Background: an optimization exercise with open tools, aiming at small area, a short achievable clock period and few clock cycles. Do not read the settings as production practice.
Where RTL was checked, it was by simulation tests only, not by an equivalence proof against the original.
The RTL of runs 3 and 4 was laid out without a check of its function.
Power and IR drop assume default switching activity.

## config.mk

```make
export PLATFORM = sky130hd
export DESIGN_NAME = length_prefixed_request_deframer
export DESIGN_NICKNAME = length_prefixed_request_deframer
export VERILOG_FILES = /design/flow/design.v
export SDC_FILE = /design/flow/constraint.sdc
export NUM_CORES = 4
export LEC_CHECK = 0
export CAP_MARGIN = 20
export CORE_MARGIN = 2
export CORE_UTILIZATION = 60
export SETUP_SLACK_MARGIN = 3.5
export SLEW_MARGIN = 20
```

## constraint.sdc

```tcl
create_clock -name core_clock -period 7.0 [get_ports {clk}]
set_input_delay 1.4000 -clock core_clock [delete_from_list [all_inputs] [get_ports {clk}]]
set_output_delay 1.4000 -clock core_clock [all_outputs]
set_load 0.01 [all_outputs]
```

## design.v

```verilog
`default_nettype none
module length_prefixed_request_deframer (
  input  logic        clk,
  input  logic        rst_n,
  input  logic        in_tvalid,
  output logic        in_tready,
  input  logic [7:0]  in_tdata,
  input  logic        in_tuser,
  output logic        out_tvalid,
  input  logic        out_tready,
  output logic [31:0] out_tdata,
  output logic        out_tuser,
  output logic        out_tlast,
  input  logic        cfg_psel,
  input  logic        cfg_penable,
  input  logic        cfg_pwrite,
  input  logic [2:0]  cfg_paddr,
  input  logic [31:0] cfg_pwdata,
  output logic [31:0] cfg_prdata,
  output logic        cfg_pready
);
  localparam logic [2:0] PH_LEN  = 3'd0;
  localparam logic [2:0] PH_CNT  = 3'd1;
  localparam logic [2:0] PH_ALEN = 3'd2;
  localparam logic [2:0] PH_DATA = 3'd3;
  localparam logic [2:0] PH_FAIL = 3'd4;
  localparam logic [2:0] ST_OK       = 3'd0;
  localparam logic [2:0] ST_TOO_LONG = 3'd1;
  localparam logic [2:0] ST_TOO_MANY = 3'd2;
  localparam logic [2:0] ST_OVERRUN  = 3'd3;
  localparam logic [2:0] ST_TRAILING = 3'd4;
  logic [31:0] max_msg_r;
  logic [20:0] max_args_r;
  logic        cfg_wr;
  assign cfg_pready = 1'b1;
  assign cfg_wr     = cfg_psel && cfg_penable && cfg_pwrite;
  always_ff @(posedge clk) begin
    if (!rst_n) begin
      max_msg_r  <= 32'd33554432;
      max_args_r <= 21'd200000;
    end else if (cfg_wr) begin
      if (cfg_paddr == 3'd0) max_msg_r  <= cfg_pwdata;
      if (cfg_paddr == 3'd4) max_args_r <= cfg_pwdata[20:0];
    end
  end
  always_comb begin
    case (cfg_paddr)
      3'd0:    cfg_prdata = max_msg_r;
      3'd4:    cfg_prdata = {11'd0, max_args_r};
      default: cfg_prdata = 32'd0;
    endcase
  end
  logic [2:0]  ph_r;
  logic [1:0]  pos_r;
  logic [31:0] body_r;      
  logic [20:0] args_r;      
  logic [31:0] abytes_r;    
  logic [19:0] cur_r;       
  logic        inc_r;       
  logic        valid_r;
  logic [2:0]  st_r;
  logic        aend_r, mend_r, has_r;
  logic [7:0]  pay_r;
  logic        in_acc;
  assign in_tready = !valid_r || out_tready;
  assign in_acc    = in_tvalid && in_tready;
  logic [2:0]  ph;
  logic [1:0]  pos;
  logic        is_len, is_cnt, is_alen, is_data, fld, last;
  logic [31:0] v;
  logic        b_zero, b_one, b_le4;
  logic        len_long, len_short, cnt_many, cnt_a0, alen_ovr, v_zero, a_one, ab_one;
  logic        close, c_a0, c_done, c_trail, c_ovr;
  logic [2:0]  ph_nxt;
  logic        res_valid, res_has, res_aend, res_mend;
  logic [2:0]  res_st;
  logic        load_body, load_args, dec_args;
  always_comb begin
    ph      = in_tuser ? PH_LEN : ph_r;
    pos     = in_tuser ? 2'd0 : pos_r;
    is_len  = (ph == PH_LEN);
    is_cnt  = (ph == PH_CNT);
    is_alen = (ph == PH_ALEN);
    is_data = (ph == PH_DATA);
    fld     = is_len || is_cnt || is_alen;
    last    = (pos == 2'd3);
    v       = {in_tdata, abytes_r[23:0]};
    b_zero  = (body_r == 32'd0);
    b_one   = (body_r == 32'd1);
    b_le4   = !b_zero && (body_r[31:3] == 29'd0) && (body_r[2:0] <= 3'd4);
    len_long  = (v > max_msg_r);
    len_short = (v[31:2] == 30'd0);
    cnt_many  = (v[31:21] != 11'd0) || (v[20:0] > max_args_r);
    cnt_a0    = (v[20:0] == 21'd0);
    alen_ovr  = !b_zero && (v >= body_r);
    v_zero    = (v == 32'd0);
    a_one     = (args_r == 21'd1);
    ab_one    = (abytes_r == 32'd1);
    close   = 1'b0;
    c_a0    = is_cnt ? cnt_a0 : a_one;
    c_done  = c_a0 && b_one;
    c_trail = c_a0 && !b_one;
    c_ovr   = !c_a0 && b_le4;
    ph_nxt    = ph;
    res_valid = 1'b0;
    res_has   = 1'b0;
    res_aend  = 1'b0;
    res_mend  = 1'b0;
    res_st    = ST_OK;
    load_body = 1'b0;
    load_args = 1'b0;
    dec_args  = 1'b0;
    if (is_len && last) begin
      if (len_long) begin
        ph_nxt = PH_FAIL; res_valid = 1'b1; res_mend = 1'b1; res_st = ST_TOO_LONG;
      end else if (len_short) begin
        ph_nxt = PH_FAIL; res_valid = 1'b1; res_mend = 1'b1; res_st = ST_OVERRUN;
      end else begin
        ph_nxt = PH_CNT; load_body = 1'b1;
      end
    end
    if (is_cnt && last) begin
      if (cnt_many) begin
        ph_nxt = PH_FAIL; res_valid = 1'b1; res_mend = 1'b1; res_st = ST_TOO_MANY;
      end else begin
        load_args = 1'b1;
        close     = 1'b1;
        res_valid = c_done || c_trail || c_ovr;
      end
    end
    if (is_alen && last) begin
      if (alen_ovr) begin
        ph_nxt = PH_FAIL; res_valid = 1'b1; res_mend = 1'b1; res_st = ST_OVERRUN;
      end else if (v_zero) begin
        close = 1'b1; dec_args = 1'b1;
        res_valid = 1'b1; res_aend = 1'b1;
      end else begin
        ph_nxt = PH_DATA;
      end
    end
    if (is_data) begin
      res_valid = 1'b1;
      res_has   = 1'b1;
      if (ab_one) begin
        close = 1'b1; dec_args = 1'b1; res_aend = 1'b1;
      end
    end
    if (close) begin
      res_mend = c_done || c_trail || c_ovr;
      res_st   = c_trail ? ST_TRAILING : (c_ovr ? ST_OVERRUN : ST_OK);
      ph_nxt   = c_done ? PH_LEN : ((c_trail || c_ovr) ? PH_FAIL : PH_ALEN);
    end
  end
  always_ff @(posedge clk) begin
    if (!rst_n) begin
      ph_r  <= PH_LEN;
      pos_r <= 2'd0;
    end else if (in_acc) begin
      ph_r  <= ph_nxt;
      pos_r <= fld ? pos + 2'd1 : pos;
    end
  end
  always_ff @(posedge clk) begin
    if (in_acc) begin
      if (load_body)            body_r <= v;
      else if (!is_len && !(ph == PH_FAIL)) body_r <= body_r - 32'd1;
      if (fld) begin
        case (pos)
          2'd0:    abytes_r[7:0]   <= in_tdata;
          2'd1:    abytes_r[15:8]  <= in_tdata;
          2'd2:    abytes_r[23:16] <= in_tdata;
          default: abytes_r[31:24] <= in_tdata;
        endcase
      end else if (is_data) begin
        abytes_r <= abytes_r - 32'd1;
      end
      if (load_args)     args_r <= v[20:0];
      else if (dec_args) args_r <= args_r - 21'd1;
      if (is_len || is_cnt) cur_r <= 20'd0;
      else                  cur_r <= cur_r + {19'd0, inc_r};
      inc_r <= dec_args;
      st_r   <= res_st;
      aend_r <= res_aend;
      mend_r <= res_mend;
      has_r  <= res_has;
      pay_r  <= res_has ? in_tdata : 8'd0;
    end
  end
  always_ff @(posedge clk) begin
    if (!rst_n)      valid_r <= 1'b0;
    else if (in_acc) valid_r <= res_valid;
    else if (out_tready) valid_r <= 1'b0;
  end
  assign out_tvalid = valid_r;
  assign out_tdata  = {st_r, aend_r, cur_r, pay_r};
  assign out_tuser  = has_r;
  assign out_tlast  = mend_r;
endmodule
`default_nettype wire
```

## run.sh

```bash
#!/bin/bash
# synth_recipe.tcl (not shown) runs the flow's synth.tcl, then flattens the netlist and writes it again
# the make line also repeats each setting of config.mk as NAME=value (left out here)
make -C /OpenROAD-flow-scripts/flow DESIGN_CONFIG=/design/flow/config.mk WORK_HOME=/design/flow/orfs CLKGATE_MAP_FILE= SYNTH_SCRIPT=/design/flow/synth_recipe.tcl finish
```

==> flow_summary.json, run 1 <==
{
  "ir_drop_mv": 0.174,
  "cts_buffer_depth": 2,
  "yosysUniqueCellTypes": 68,
  "period_needed_ps": 3840,
  "post_drt_wl_per_cell_um": 20.5,
  "multi_input_area_sq_um": 6420,
  "hold_end": "max_msg_r[1]$_SDFFE_PN0P_",
  "die_h_um": 141,
  "cts_buffers": 17,
  "crit_path_end_kind": "primary output",
  "dieArea_sq_um": 20000,
  "avgViaCountPerCell": 6.16,
  "synth_warnings": 1,
  "die-width_um": 141,
  "ff2ff_path_depth": 10,
  "coreArea_sq_um": 18600,
  "antennaDiodeCount": 0,
  "finalPower_mw": 2.39,
  "grt_pass1_vias": 9518,
  "routed_wl_um": 33800,
  "insertion_delay_ps": 440,
  "syn_area_sq_um": 11300,
  "via_count": 10177,
  "drcViolationCount": 0,
  "max_freq_ghz": 0.260,
  "hold_viol_final": 0,
  "fin_area_sq_um": 14300,
  "setup_violations": 0,
  "ios": 120,
  "hp-start": "max_msg_r[1]$_SDFFE_PN0P_",
  "crit_fanout": 3,
  "first_iter_violations": 1154,
  "drtAntennaViolNets": 0,
  "final_core_util": 0.772,
  "num_rows": 50,
  "dp_hpwl_um": 22000,
  "start_kind": "input pin",
  "cts-root-buf": "clkbuf_16",
  "required_ps": 5600,
  "hold_ws_ps": 480,
  "h-tree-depth": 4,
  "synthesis.nets": 1382,
  "tightest_slew_ps": 1010,
  "track_usage": 0.324,
  "synth.avg_cell_area_sq_um": 9.19,
  "fin_tns_setup_ps": 0,
  "crit_type": "in2out",
  "dp_slack_ps": 1980,
  "path_clk_slew_ps": 70,
  "drive_above_1_share": 0.156,
  "cts.sink_count": 178,
  "synth_edf_count": 119,
  "r2r_start": "abytes_r[5]$_DFFE_PP_",
  "regToRegEndpoint": "args_r[17]$_DFFE_PP_",
  "powerDensity_nw_per_um2": 167,
  "synth-main-ff-cell": "edfxtp_1",
  "layout_setup_ws_ps": 3160,
  "min_path_type": "reg2reg",
  "grt_overflow": 0,
  "synth_seq_area_share": 0.420,
  "fin_nets": 1556,
  "status": "timing/DRC/antenna clean",
  "worst-endpoint-arrival_ps": 2440,
  "leakage_nw": 5.38,
  "fin_crit_sh": 0.549,
  "maxSlewViolCount": 0,
  "dp_cells": 1550,
  "placed_area_sq_um": 12900,
  "slew_headroom": 0.325,
  "cts_tree": "built",
  "fin_cells": 1653,
  "skew_ps": 10.3,
  "syn_to_final_growth_pct": 26.7,
  "grt_max_degree": 47,
  "antenna_found_initial": 0,
  "port_buffers": 118,
  "initial_core_util": 0.609,
  "rrSetupSlack_ps": 3570,
  "grt_pass1_wl_um": 50700,
  "synth_cells": 1232,
  "gp_congestion": 0.917,
  "synthArstFlopShare": 0,
  "fillers": 1332,
  "drt_pass1_iterations": 5,
  "rsz0062_at_grt": "yes",
  "min_path_cells": 2,
  "ys_ff_latch": 178,
  "ff_latch_area_sq_um": 4750,
  "cap_violations": 0
}
cell usage after synthesis (all sizes together), types with 4 or more instances:
library cell | instances | area, sq um
nand2 | 170 | 638
edfxtp | 119 | 3570
a21oi | 102 | 510
ha | 99 | 1240
inv | 99 | 372
nor2 | 82 | 308
dfxtp | 59 | 1180
xnor2 | 51 | 447
o21ai | 46 | 230
clkbuf | 42 | 158
nand3 | 38 | 190
xor2 | 37 | 324
nor3 | 33 | 165
nand4 | 29 | 181
nor4 | 23 | 156
a22o | 21 | 184
and2 | 21 | 131
mux2 | 19 | 214
a21boi | 14 | 105
o211ai | 12 | 90.1
or3 | 10 | 67.6
and3 | 9 | 56.3
a21o | 8 | 60.1
nand2b | 8 | 50.1
o21a | 8 | 60.1
a31oi | 7 | 43.8
or4 | 6 | 52.6
nor2b | 5 | 38.8
nor3b | 5 | 42.5
a211oi | 4 | 30.0
and4 | 4 | 35.0
o41ai | 4 | 35.0
final cells by class:
| type | instances | area share |
|---|---|---|
| tap | 234 | 0.0204 |
| clock inverter | 11 | 0.00977 |
| clock buffer | 21 | 0.0328 |
| timing repair buffer | 196 | 0.132 |
| inverter | 99 | 0.0259 |
| sequential | 178 | 0.332 |
| multi-input combinational | 914 | 0.447 |
worst max path at each step:
stage                             from                  end  slack, ps  cells past startpoint
after floorplan            in_tdata[7]  body_r[0]$_DFFE_PP_       3210                     11
after global placement    cfg_paddr[1]       cfg_prdata[10]       2090                      4
after CTS                 cfg_paddr[2]       cfg_prdata[12]       3180                      8
after detailed placement  cfg_paddr[1]        cfg_prdata[9]       1980                      4
after global routing      cfg_paddr[2]       cfg_prdata[12]       3140                      8
final                     cfg_paddr[2]       cfg_prdata[12]       3160                      8
registers in the layout, indices dropped and copies added, names as in the netlist, 2 cells and up:
| name | count |
|---|---|
| pay_r | 8 |
| st_r | 3 |
| body_r | 32 |
| max_args_r | 21 |
| max_msg_r | 32 |
| ph_r | 3 |
| cur_r | 20 |
| abytes_r | 32 |
| pos_r | 2 |
| args_r | 21 |
kinds of logic after synthesis:
group,count (synthesis),share of synthesized area
xor gates and xnor gates,88,0.0681
AOI/OAI and AO/OA,249,0.138
muxes,19,0.0189
buffers and inverters,143,0.0481
and+or+nand+nor,455,0.197
adders and majority gates,99,0.109
other,1,0.000331
DFF,178,0.420
critical path: stages:
cell and delay [ps]:
buf_8 100, nor3b_4 150, buf_6 120, buf_6 120, buf_6 120, buf_6 100, a22o_1 190, buf_2 140
what timing repair did:
action / 4_1_cts / 5_1_grt
pin swaps: 30 / 21
resized for setup: 227 / 47
setup buffers: 37 / 24
hold buffers: 0 / 0
gates cloned: 7 / 2
setup endpoints to repair: 179 / 153
layout by cell type, fill, tap and decap left out, types with 21 or more instances in the layout:
cell type,instances
dfxtp_1,59
nand4_1,29
nor2_1,76
o21ai_1,36
xor2_1,37
edfxtp_1,119
buf_6,28
inv_1,96
xnor2_1,51
nand3_1,34
ha_1,91
buf_2,28
nand2_1,170
a22o_1,21
buf_4,45
nor3_1,29
clkdlybuf4s50_1,73
a21oi_1,101
routing by layer:
layer	up-vias	routed length, um	GRT usage
met5	-	0	0
met4	0	1430	0.147
met3	116	2860	0.0567
met2	505	15900	0.527
met1	4775	13600	0.427
li1	4781	-	-
power by group:
part | internal [mW] | switching, mW | leakage, nW | total, mW
logic | 0.107 | 0.119 | 3.42 | 0.226
clock network | 0.564 | 0.438 | 0.297 | 1.00
registers | 1.14 | 0.0302 | 1.66 | 1.17
Testbench counts, summed over its fixed seeds: cycles 400,378.
==> run 2: changes to the inputs <==
--- a/config.mk
+++ b/config.mk
@@ -8,5 +8,4 @@
 export CAP_MARGIN = 20
 export CORE_MARGIN = 2
-export CORE_UTILIZATION = 60
-export SETUP_SLACK_MARGIN = 3.5
+export CORE_UTILIZATION = 40
 export SLEW_MARGIN = 20
==> flow_summary.json, run 2 <==
{
  "skew_ps": 14.2,
  "start_kind": "input pin",
  "startpoint": "cfg_paddr[1]",
  "final_core_util": 0.487,
  "crit_top_cell": "clkdlybuf4s50_1",
  "fin_nets": 1488,
  "synthesis.nets": 1382,
  "status": "timing/DRC/antenna clean",
  "gp_congestion": 0.926,
  "ys_top_cells_by_area": "edfxtp_1 32%, ha_1 11%, dfxtp_1 10%",
  "min_path_type": "reg2reg",
  "track_usage": 0.213,
  "layout_common_cells": "170 x nand2_1, 119 x edfxtp_1, 118 x clkdlybuf4s50_1",
  "required_ps": 5600,
  "postCtsSetupBuffers": 0,
  "first_iter_violations": 840,
  "dieArea_sq_um": 29700,
  "drive_above_1_share": 0.0489,
  "hp-start": "max_msg_r[24]$_SDFFE_PN0P_",
  "rrSetupSlack_ps": 2960,
  "synth_top_cell_by_area": "edfxtp_1",
  "avgViaCountPerCell": 5.40,
  "crit_fanout": 23,
  "grt_pass1_vias": 8998,
  "tightest_slew_ps": 1010,
  "path_clk_slew_ps": 70,
  "synth_edf_count": 119,
  "h-tree-depth": 4,
  "ctsHoldBuffers": 0,
  "dp_cells": 1697,
  "synth.most_common_cell": "nand2_1",
  "period_needed_ps": 4850,
  "hold_viol_final": 0,
  "slew_headroom": 0.329,
  "synth.avg_cell_area_sq_um": 9.19,
  "synth-main-ff-cell": "edfxtp_1",
  "synth_cells": 1232,
  "placed_area_sq_um": 12900,
  "cap_violations": 0,
  "syn_to_final_growth_pct": 19.7,
  "grt_max_degree": 67,
  "cts.sink_count": 178,
  "max_freq_ghz": 0.206,
  "cts_buffers": 17,
  "ir_drop_mv": 0.155,
  "coreArea_sq_um": 27900,
  "max_stage_delay_ps": 760,
  "cts_tree": "built",
  "cts_resized": 0,
  "cts_buffer_depth": 2,
  "die_h_um": 172,
  "ios": 120,
  "drtAntennaViolNets": 0,
  "r2r_start": "abytes_r[6]$_DFFE_PP_",
  "ff2ff_path_depth": 11,
  "leakage_nw": 4.80,
  "crit_path_end_kind": "primary output",
  "yosysUniqueCellTypes": 68,
  "synth_warnings": 1,
  "setup_violations": 0,
  "layout_setup_ws_ps": 2150,
  "initial_core_util": 0.406,
  "crit_chain": "clkdlybuf4s50_1, nor3b_4, a22o_1, clkdlybuf4s50_1",
  "grt.met1_usage": 0.291,
  "grt.busiest_layer": "met2",
  "via_count": 9344,
  "netlist.area_leader.share": 0.316,
  "drt_pass1_iterations": 8,
  "fin_cells": 1730,
  "endpoint": "cfg_prdata[19]",
  "dp_slack_ps": 1880,
  "fin_area_sq_um": 13600,
  "crit_type": "in2out",
  "antenna_found_initial": 0,
  "globalRouteMet3Util": 0.0391,
  "routed_wl_um": 30900,
  "die-width_um": 172,
  "grt_use_met2": 0.346,
  "finalPower_mw": 2.38,
  "drcViolationCount": 0,
  "post_drt_wl_per_cell_um": 17.9,
  "dp_hpwl_um": 22800,
  "ys_ff_latch": 178,
  "regToRegEndpoint": "body_r[3]$_DFFE_PP_",
  "hold_ws_ps": 479,
  "num_rows": 61,
  "powerDensity_nw_per_um2": 175,
  "grt_overflow": 0,
  "rsz0062_at_grt": "no",
  "top_regs": "abytes_r (32), body_r (32), max_msg_r (32)",
  "maxSlewViolCount": 0,
  "fin_crit_sh": 0.694,
  "insertion_delay_ps": 440,
  "layout_commonest_cell": "nand2_1",
  "slowest_stage": "nor3b_4",
  "syn_area_sq_um": 11300,
  "cts-root-buf": "clkbuf_16",
  "synth_common_cells": "170 x nand2_1, 119 x edfxtp_1, 102 x a21oi_1",
  "worst-endpoint-arrival_ps": 3450,
  "port_buffers": 118,
  "fin_tns_setup_ps": 0,
  "synth_seq_area_share": 0.420,
  "synthArstFlopShare": 0,
  "grt_pass1_wl_um": 48800
}
[run 2: changes by cell type in the layout (fill, tap and decap cells not counted), moves of 9 or more]
cell / change
buf_6: -28
and2_1: +9
clkdlybuf4s50_1: +45
buf_12: -12
and2_4: -9
buf_4: -32
buf_2: -28
[run 2: worst max-delay path, delay by kind of cell]
| kind | cells | cell delay (ps) |
|---|---|---|
| AOI/OAI and AO/OA | 1 | 280 |
| buffers and inverters | 2 | 1010 |
| and+or+nand+nor | 1 | 760 |
[run 2: worst min path at each step]
stage                                       to  slack, ps  cells after the start
CTS                 max_msg_r[24]$_SDFFE_PN0P_        480                      2
global placement    max_msg_r[28]$_SDFFE_PN0P_        470                      2
floorplan           max_msg_r[21]$_SDFFE_PN0P_        440                      2
detailed placement  max_msg_r[24]$_SDFFE_PN0P_        470                      2
finish              max_msg_r[24]$_SDFFE_PN0P_        480                      2
global route        max_msg_r[27]$_SDFFE_PN0P_        500                      2
[run 2: kinds of logic after synthesis]
group	share of synthesized area
DFF	0.420
AOI/OAI and AO/OA	0.138
adders and majority gates	0.109
buffers and inverters	0.0481
muxes	0.0189
xor gates and xnor gates	0.0681
other	0.000331
and+or+nand+nor	0.197
[run 2: metal layers]
| layer | vias up | wire length (um) |
|---|---|---|
| met5 | - | 0 |
| met4 | 0 | 637 |
| met3 | 44 | 2060 |
| met2 | 303 | 14100 |
| met1 | 4368 | 14100 |
| li1 | 4629 | - |
[run 2: final cells by class]
cell class | instances | area [sq um]
Multi-Input combinational cell | 911 | 6060
Timing Repair Buffer | 131 | 1280
Sequential cell | 178 | 4750
Inverter | 99 | 372
Clock inverter | 15 | 190
Antenna cell | 1 | 2.50
Fill cell | 2604 | 14300
Tap cell | 378 | 473
Clock buffer | 17 | 425
[run 2: power breakdown]
group / leakage (nW) / switching [mW] / internal (mW) / total [mW]
clock: 0.299 / 0.479 / 0.546 / 1.02
sequential: 1.66 / 0.0317 / 1.14 / 1.17
combinational: 2.85 / 0.0982 / 0.0873 / 0.185
==> run 3: changes to the inputs <==
--- a/design.v
+++ b/design.v
@@ -68,5 +68,6 @@
   logic [1:0]  pos;
   logic        is_len, is_cnt, is_alen, is_data, fld, last;
-  logic [31:0] v;
+  logic [31:0] v, body_dec, opnd;
+  logic        v_gt;
   logic        b_zero, b_one, b_le4;
   logic        len_long, len_short, cnt_many, cnt_a0, alen_ovr, v_zero, a_one, ab_one;
@@ -89,9 +90,12 @@
     b_one   = (body_r == 32'd1);
     b_le4   = !b_zero && (body_r[31:3] == 29'd0) && (body_r[2:0] <= 3'd4);
-    len_long  = (v > max_msg_r);
+    body_dec  = body_r - 32'd1;
+    opnd      = is_len ? max_msg_r : (is_cnt ? {11'd0, max_args_r} : body_r);
+    v_gt      = ({v, 1'b1} > {opnd, !is_alen});
+    len_long  = v_gt;
     len_short = (v[31:2] == 30'd0);
-    cnt_many  = (v[31:21] != 11'd0) || (v[20:0] > max_args_r);
+    cnt_many  = v_gt;
     cnt_a0    = (v[20:0] == 21'd0);
-    alen_ovr  = !b_zero && (v >= body_r);
+    alen_ovr  = v_gt && !b_zero;
     v_zero    = (v == 32'd0);
     a_one     = (args_r == 21'd1);
@@ -164,5 +168,5 @@
     if (in_acc) begin
       if (load_body)            body_r <= v;
-      else if (!is_len && !(ph == PH_FAIL)) body_r <= body_r - 32'd1;
+      else if (!is_len && !(ph == PH_FAIL)) body_r <= body_dec;
       if (fld) begin
         case (pos)
--- a/config.mk
+++ b/config.mk
@@ -8,4 +8,6 @@
 export CAP_MARGIN = 20
 export CORE_MARGIN = 2
-export CORE_UTILIZATION = 40
+export CORE_UTILIZATION = 65
+export CTS_BUF_LIST = sky130_fd_sc_hd__clkbuf_8
+export SETUP_SLACK_MARGIN = 3.4
 export SLEW_MARGIN = 20
==> flow_summary.json, run 3 <==
{
  "status": "timing/DRC/antenna clean",
  "required_ps": 7200,
  "rrSetupSlack_ps": 2380,
  "path_clk_slew_ps": 90,
  "synth_common_cells": "170 x nand2_1, 122 x a21oi_1, 119 x edfxtp_1",
  "insertion_delay_ps": 480,
  "die_h_um": 132,
  "drive_above_1_share": 0.228,
  "antennaDiodeCount": 0,
  "synthesis.nets": 1235,
  "ios": 120,
  "ys_top_cells_by_area": "edfxtp_1 34%, dfxtp_1 11%, nand2_1 6.0%",
  "synth_cells": 1138,
  "crit_top_cell": "buf_6",
  "antenna_found_initial": 2,
  "cts_tree": "built",
  "tightest_slew_ps": 1010,
  "port_buffers": 118,
  "first_iter_violations": 2063,
  "cts_buffer_depth": 2,
  "dp_hpwl_um": 21400,
  "path_delay_family": "compound AO/OA/AOI/OAI gates",
  "grt_use_met2": 0.650,
  "synth.most_common_cell": "nand2_1",
  "hold_viol_final": 0,
  "p_clk_frac": 0.360,
  "ys_ff_latch": 178,
  "grt_overflow": 0,
  "fin_tns_setup_ps": 0,
  "crit_fanout": 6,
  "ir_drop_mv": 0.155,
  "internal-power_mw": 1.64,
  "fin_nets": 1431,
  "syn_to_final_growth_pct": 34.7,
  "hold_end": "max_msg_r[18]$_SDFFE_PN0P_",
  "post_drt_wl_per_cell_um": 26.6,
  "cp.buffers_inverters": 7,
  "grt_pass1_wl_um": 55300,
  "cap_violations": 0,
  "startpoint": "in_tuser",
  "synth_top_cell_by_area": "edfxtp_1",
  "crit_chain": "buf_12, nor4b_4, buf_6, buf_12, mux2i_1, nor2_1, a21oi_1, ha_1, a21oi_1, a21boi_0, o21ai_1, a41oi_2, buf_4, a22oi_2, buf_6, nand3_4, a21oi_4, buf_6, buf_6",
  "min_path_type": "reg2reg",
  "slowest_stage": "a21oi_4",
  "fin_crit_sh": 0.688,
  "crit_type": "in2reg",
  "synth_warnings": 1,
  "h-tree-depth": 4,
  "grt.met1_usage": 0.505,
  "r2r_start": "ph_r[1]$_SDFFE_PN0P_",
  "hp-start": "max_msg_r[18]$_SDFFE_PN0P_",
  "slew_headroom": 0.323,
  "start_kind": "input pin",
  "initial_core_util": 0.668,
  "globalRouteMet3Util": 0.0953,
  "ctsHoldBuffers": 0,
  "powerDensity_nw_per_um2": 154,
  "synth.avg_cell_area_sq_um": 9.36,
  "max_stage_delay_ps": 330,
  "grt.busiest_layer": "met2",
  "ff2ff_path_depth": 16,
  "rsz0062_at_grt": "yes",
  "swShare": 0.261,
  "layout_common_cells": "153 x nand2_1, 119 x edfxtp_1, 113 x a21oi_1",
  "hold_ws_ps": 487,
  "skew_ps": 18.0,
  "power.switching_uw": 577,
  "finalPower_mw": 2.21,
  "crit_path_end_kind": "flop",
  "synth-main-ff-cell": "edfxtp_1",
  "worst-endpoint-arrival_ps": 5010,
  "num_rows": 46,
  "period_needed_ps": 4820,
  "drtAntennaViolNets": 0,
  "regToRegEndpoint": "body_r[14]$_DFFE_PP_",
  "synthArstFlopShare": 0,
  "netlist.area_leader.share": 0.335,
  "setup_violations": 0,
  "routed_wl_um": 41600,
  "dieArea_sq_um": 17400,
  "avgViaCountPerCell": 7.21,
  "via_count": 11263,
  "yosysUniqueCellTypes": 67,
  "cts_buffers": 17,
  "gp_congestion": 0.922,
  "min_path_cells": 2,
  "layout_commonest_cell": "nand2_1",
  "syn_area_sq_um": 10700,
  "top_regs": "abytes_r (32), body_r (32), max_msg_r (32)",
  "grt_pass1_vias": 10059,
  "drt_pass1_iterations": 9,
  "seqPwrFrac": 0.528,
  "cts.sink_count": 178,
  "coreArea_sq_um": 15900,
  "synth_edf_count": 119,
  "track_usage": 0.407,
  "max_freq_ghz": 0.208,
  "layout_setup_ws_ps": 2180,
  "die-width_um": 132,
  "dp_slack_ps": 673,
  "cts-root-buf": "clkbuf_8",
  "maxSlewViolCount": 0,
  "grt_max_degree": 47,
  "leakage_nw": 5.19,
  "drcViolationCount": 0,
  "synth_seq_area_share": 0.446,
  "combPwrFrac": 0.113
}
run 3: cell count changes in the layout (fill, tap and decap cells not counted), sizes merged, moves of 12 or more:
cell	change
a21oi	+21
mux2	+12
nor3	+15
clkdlybuf4s50	-37
mux2i	+23
nand4	-12
buf	+136
o21ai	-12
inv	-85
a21boi	-13
ha	-53
run 3: cells by family after synthesis:
logic type,Yosys count,share of synthesized area
AOI/OAI and AO/OA,235,0.135
xor gates and xnor gates,85,0.0699
adders and majority gates,46,0.0540
buffers and inverters,74,0.0294
DFF,178,0.446
muxes,54,0.0544
other,1,0.000352
and+or+nand+nor,465,0.211
run 3: tightest hold or removal path, cell delays in order, from the launching register on:
cell	delay (ps)
dfxtp_1	340
nand2_1	60
a21oi_1	50
run 3: power by group through the flow:
stage | Sequential, mW | Clock (mW) | Combinational (mW)
after CTS | 1.16 | 0.778 | 0.215
after detailed placement | 1.19 | 0 | 0.190
final | 1.17 | 0.797 | 0.249
after floorplan | 1.18 | 0 | 0.101
after global routing | 1.17 | 0.823 | 0.261
after global placement | 1.19 | 0 | 0.185
run 3: area by class of cell:
cell class | instances | area [sq um]
flip-flops and latches | 178 | 4750
inverters | 17 | 66.3
multi-input cells | 888 | 6170
fillers | 694 | 1590
clock inverters | 15 | 193
repair buffers | 232 | 2660
clock buffers | 17 | 234
well taps | 216 | 270
run 3: routing by layer:
metal	vias to the layer above	wire length, um	share of wire
met5	-	0	0
met4	0	3760	0.090
met3	381	6220	0.15
met2	1179	18200	0.44
met1	5159	13400	0.32
li1	4544	-	-
run 3: worst max path at each step:
stage / end / cells past startpoint / slack (ps)
after global placement: body_r[27]$_DFFE_PP_ / 15 / 780
after detailed placement: body_r[28]$_DFFE_PP_ / 15 / 670
final: body_r[14]$_DFFE_PP_ / 19 / 2180
after global routing: body_r[1]$_DFFE_PP_ / 19 / 2220
after floorplan: body_r[0]$_DFFE_PP_ / 16 / 2000
after CTS: body_r[13]$_DFFE_PP_ / 19 / 2710
run 3: repair_timing:
item                                    4_1_cts  5_1_grt
setup buffers                                59       14
endpoints found under the setup margin      148      147
pin swaps                                    28       27
cloned                                       21        2
gates resized for setup                     263      103
run 3: through the flow:
| step | instance area [sq um] | std cells | util |
|---|---|---|---|
| final | 14400 | 1563 | 0.900 |
| after global routing | 14400 | 1563 | 0.900 |
| after CTS | 13800 | 1547 | 0.863 |
| after detailed placement | 12100 | 1435 | 0.761 |
| after global placement | 12100 | 1435 | 0.761 |
| after floorplan | 10800 | 1138 | - |
==> run 4: changes to the inputs <==
==> flow/run.sh (new file) <==
#!/bin/bash
# Standard layout, with the port buffers made from the smallest buffer
# (the resizer upsizes those on critical paths).
cp standard.sh standard.sh.txt
export BUFFER_PORTS_ARGS="-buffer_cell sky130_fd_sc_hd__buf_1"
bash standard.sh > standard.log 2>&1
==> standard.sh (new file) <==
#!/bin/bash
# synth_recipe.tcl (not shown) runs the flow's synth.tcl, then flattens the netlist and writes it again
# the make line also repeats each setting of config.mk as NAME=value (left out here)
make -C /OpenROAD-flow-scripts/flow DESIGN_CONFIG=/design/flow/config.mk WORK_HOME=/design/flow/orfs CLKGATE_MAP_FILE= SYNTH_SCRIPT=/design/flow/synth_recipe.tcl "${@:-finish}"
--- a/config.mk
+++ b/config.mk
@@ -9,5 +9,4 @@
 export CORE_MARGIN = 2
 export CORE_UTILIZATION = 65
-export CTS_BUF_LIST = sky130_fd_sc_hd__clkbuf_8
 export SETUP_SLACK_MARGIN = 3.4
 export SLEW_MARGIN = 20
removed: run.sh
==> flow_summary.json, run 4 <==
{
  "status": "timing/DRC/antenna clean",
  "ys_ff_latch": 178,
  "rsz0062_at_grt": "yes",
  "dieArea_sq_um": 17400,
  "synthesis.nets": 1235,
  "hold_viol_final": 0,
  "grt_max_degree": 49,
  "synth.most_common_cell": "nand2_1",
  "syn_area_sq_um": 10700,
  "avgViaCountPerCell": 6.77,
  "cts_tree": "built",
  "start_kind": "input pin",
  "num_rows": 46,
  "crit_path_end_kind": "flop",
  "track_usage": 0.414,
  "netlist.area_leader.share": 0.335,
  "grt_overflow": 0,
  "hp-start": "max_msg_r[10]$_SDFFE_PN0P_",
  "cap_violations": 0,
  "ys_top_cells_by_area": "edfxtp_1 34%, dfxtp_1 11%, nand2_1 6.0%",
  "leakage_nw": 4.81,
  "slew_headroom": 0.358,
  "cts-root-buf": "clkbuf_16",
  "post_drt_wl_per_cell_um": 23.9,
  "h-tree-depth": 4,
  "cts.sink_count": 178,
  "crit_fanout": 8,
  "layout_common_cells": "165 x nand2_1, 119 x edfxtp_1, 112 x a21oi_1",
  "ios": 120,
  "top_regs": "abytes_r (32), body_r (32), max_msg_r (32)",
  "insertion_delay_ps": 450,
  "drcViolationCount": 0,
  "cts_buffers": 17,
  "via_count": 10460,
  "worst-endpoint-arrival_ps": 4720,
  "die_h_um": 132,
  "antennaDiodeCount": 0,
  "antenna_found_initial": 0,
  "syn_to_final_growth_pct": 29.0,
  "finalPower_mw": 2.34,
  "gp_congestion": 0.947,
  "min_path_type": "reg2reg",
  "skew_ps": 11.6,
  "coreArea_sq_um": 15900,
  "synth_warnings": 1,
  "port_buffers": 118,
  "yosysUniqueCellTypes": 67,
  "crit_type": "in2reg",
  "synth_cells": 1138,
  "fin_tns_setup_ps": 0,
  "maxSlewViolCount": 0,
  "path_clk_slew_ps": 70,
  "synth_top_cell_by_area": "edfxtp_1",
  "synth_edf_count": 119,
  "tightest_slew_ps": 955,
  "ir_drop_mv": 0.171,
  "die-width_um": 132,
  "synth.avg_cell_area_sq_um": 9.36,
  "crit_chain": "buf_12, nor4b_4, buf_6, buf_12, mux2i_1, nor2_1, a21oi_1, ha_1, nand4_1, buf_4, nor4_4, buf_4, nand3_4, a22oi_2, nand3_4, a21oi_4, buf_6, buf_16",
  "required_ps": 7170,
  "grt_pass1_vias": 9962,
  "r2r_start": "ph_r[0]$_SDFFE_PN0P_",
  "drtAntennaViolNets": 0,
  "startpoint": "in_tuser",
  "max_freq_ghz": 0.220,
  "fin_nets": 1413,
  "drive_above_1_share": 0.211,
  "initial_core_util": 0.668,
  "setup_violations": 0,
  "synth-main-ff-cell": "edfxtp_1",
  "synthArstFlopShare": 0,
  "max_stage_delay_ps": 370,
  "period_needed_ps": 4550,
  "layout_commonest_cell": "nand2_1",
  "first_iter_violations": 1403,
  "cts_buffer_depth": 2,
  "synth_common_cells": "170 x nand2_1, 122 x a21oi_1, 119 x edfxtp_1",
  "slowest_stage": "a22oi_2",
  "fin_crit_sh": 0.650,
  "routed_wl_um": 36900,
  "synth_seq_area_share": 0.446,
  "grt_pass1_wl_um": 56000,
  "powerDensity_nw_per_um2": 170,
  "drt_pass1_iterations": 6,
  "dp_hpwl_um": 20900
}
## run 4: cell counts after synthesis
Identical to the previous run, type by type.
## run 4: logic make-up (layout without fill, tap and decap cells)
group | count (synthesis) | in the layout | share of synthesized area
AND/OR/NAND/NOR | 465 | 465 | 0.211
multiplexers | 54 | 54 | 0.0544
flip-flops | 178 | 178 | 0.446
buffers and inverters | 74 | 264 | 0.0294
adder cells (fa/ha/maj) | 46 | 46 | 0.0540
other | 1 | 1 | 0.000352
XOR/XNOR | 85 | 85 | 0.0699
AO/OA/AOI/OAI | 235 | 236 | 0.135
## run 4: through the flow
stage	utilization	hold slack [ps]	cell area [sq um]	instances	setup WS, ps
3_5_place_dp	0.714	470	11400	1429	1100
5_1_grt	0.862	498	13700	1545	2340
3_3_place_gp	0.712	464	11300	1428	1230
6_report	0.862	481	13700	1545	2450
4_1_cts	0.848	479	13500	1533	2660
2_1_floorplan	-	445	10800	1138	2000
## run 4: power by group
part / switching [mW] / leakage, nW / internal (mW)
Clock: 0.463 / 0.278 / 0.503
Combinational: 0.123 / 3.00 / 0.0826
Sequential: 0.0317 / 1.53 / 1.14
## run 4: timing repair
item | CTS | global route
hold buffers | 0 | 0
gates resized for setup | 161 | 38
buffers inserted | 49 | 11
endpoints found under the setup margin | 147 | 147
cloned | 23 | 0
pin swaps | 36 | 21
## run 4: path summary, 6_finish.rpt
| check | endpoint | slack, ps | depth (start not counted) |
|---|---|---|---|
| max | body_r[19]$_DFFE_PP_ | 2450 | 18 |
| min | max_msg_r[10]$_SDFFE_PN0P_ | 480 | 2 |
| max reg2reg | body_r[19]$_DFFE_PP_ | 2840 | 17 |
| min reg2reg | max_msg_r[10]$_SDFFE_PN0P_ | 480 | 2 |
## run 4: per-layer routing
| metal | part of all wire | global-route usage |
|---|---|---|
| met1 | 0.37 | 0.541 |
| met2 | 0.46 | 0.649 |
| met3 | 0.12 | 0.0869 |
| met4 | 0.062 | 0.222 |
| met5 | 0 | 0 |
## run 4: final cells by class
class / count / area [sq um]
flip-flops and latches: 178 / 4750
inverters: 17 / 63.8
well taps: 216 / 270
multi-input cells: 887 / 6010
fillers: 872 / 2210
clock buffers: 18 / 429
clock inverters: 14 / 143
repair buffers: 215 / 2060
## run 4: critical path: cells and delay by family
| kind | cells | cell delay, ps |
|---|---|---|
| multiplexers | 1 | 90 |
| AND/OR/NAND/NOR | 6 | 1080 |
| buffers and inverters | 7 | 1080 |
| adder cells (fa/ha/maj) | 1 | 300 |
| AO/OA/AOI/OAI | 3 | 740 |

[static timing again, ports no longer ideal]
In the flow no input, the clock included, has a driving cell. The finished layouts below were timed again as built, in two steps.
Step 1 assumes that a clkbuf_16 drives the clock port and a buf_2 every other input.
Step 2 moves the port delays by t, midway between the first and last clock arrival at a register: inputs arrive t later, outputs are due t later. That takes back most of the time a late clock gives input paths.
a / b / c = no drivers / after step 1 / after step 2; a / b = the first two.
| run | t (ns) | setup slack, ns | latest minus earliest clock arrival (ns) | slew at the worst register clock pin (ns) | pins driven straight from the clock port |
|---|---|---|---|---|---|
| run 1 | 0.480 | 3.155 / 3.113 / 3.108 | 0.012 / 0.012 | 0.07 / 0.07 | 1 |
| run 2 | 0.482 | 2.145 / 2.125 / 1.944 | 0.014 / 0.015 | 0.08 / 0.08 | 1 |
| run 3 | 0.520 | 2.185 / 2.176 / 1.656 | 0.018 / 0.018 | 0.10 / 0.10 | 1 |
| run 4 | 0.498 | 2.452 / 2.447 / 1.949 | 0.011 / 0.012 | 0.08 / 0.08 | 1 |
After both steps every run listed still meets setup and hold. For run 3, which loses most, drivers alone change the setup slack by -0.009 ns; drivers and shift together by -0.529 ns.
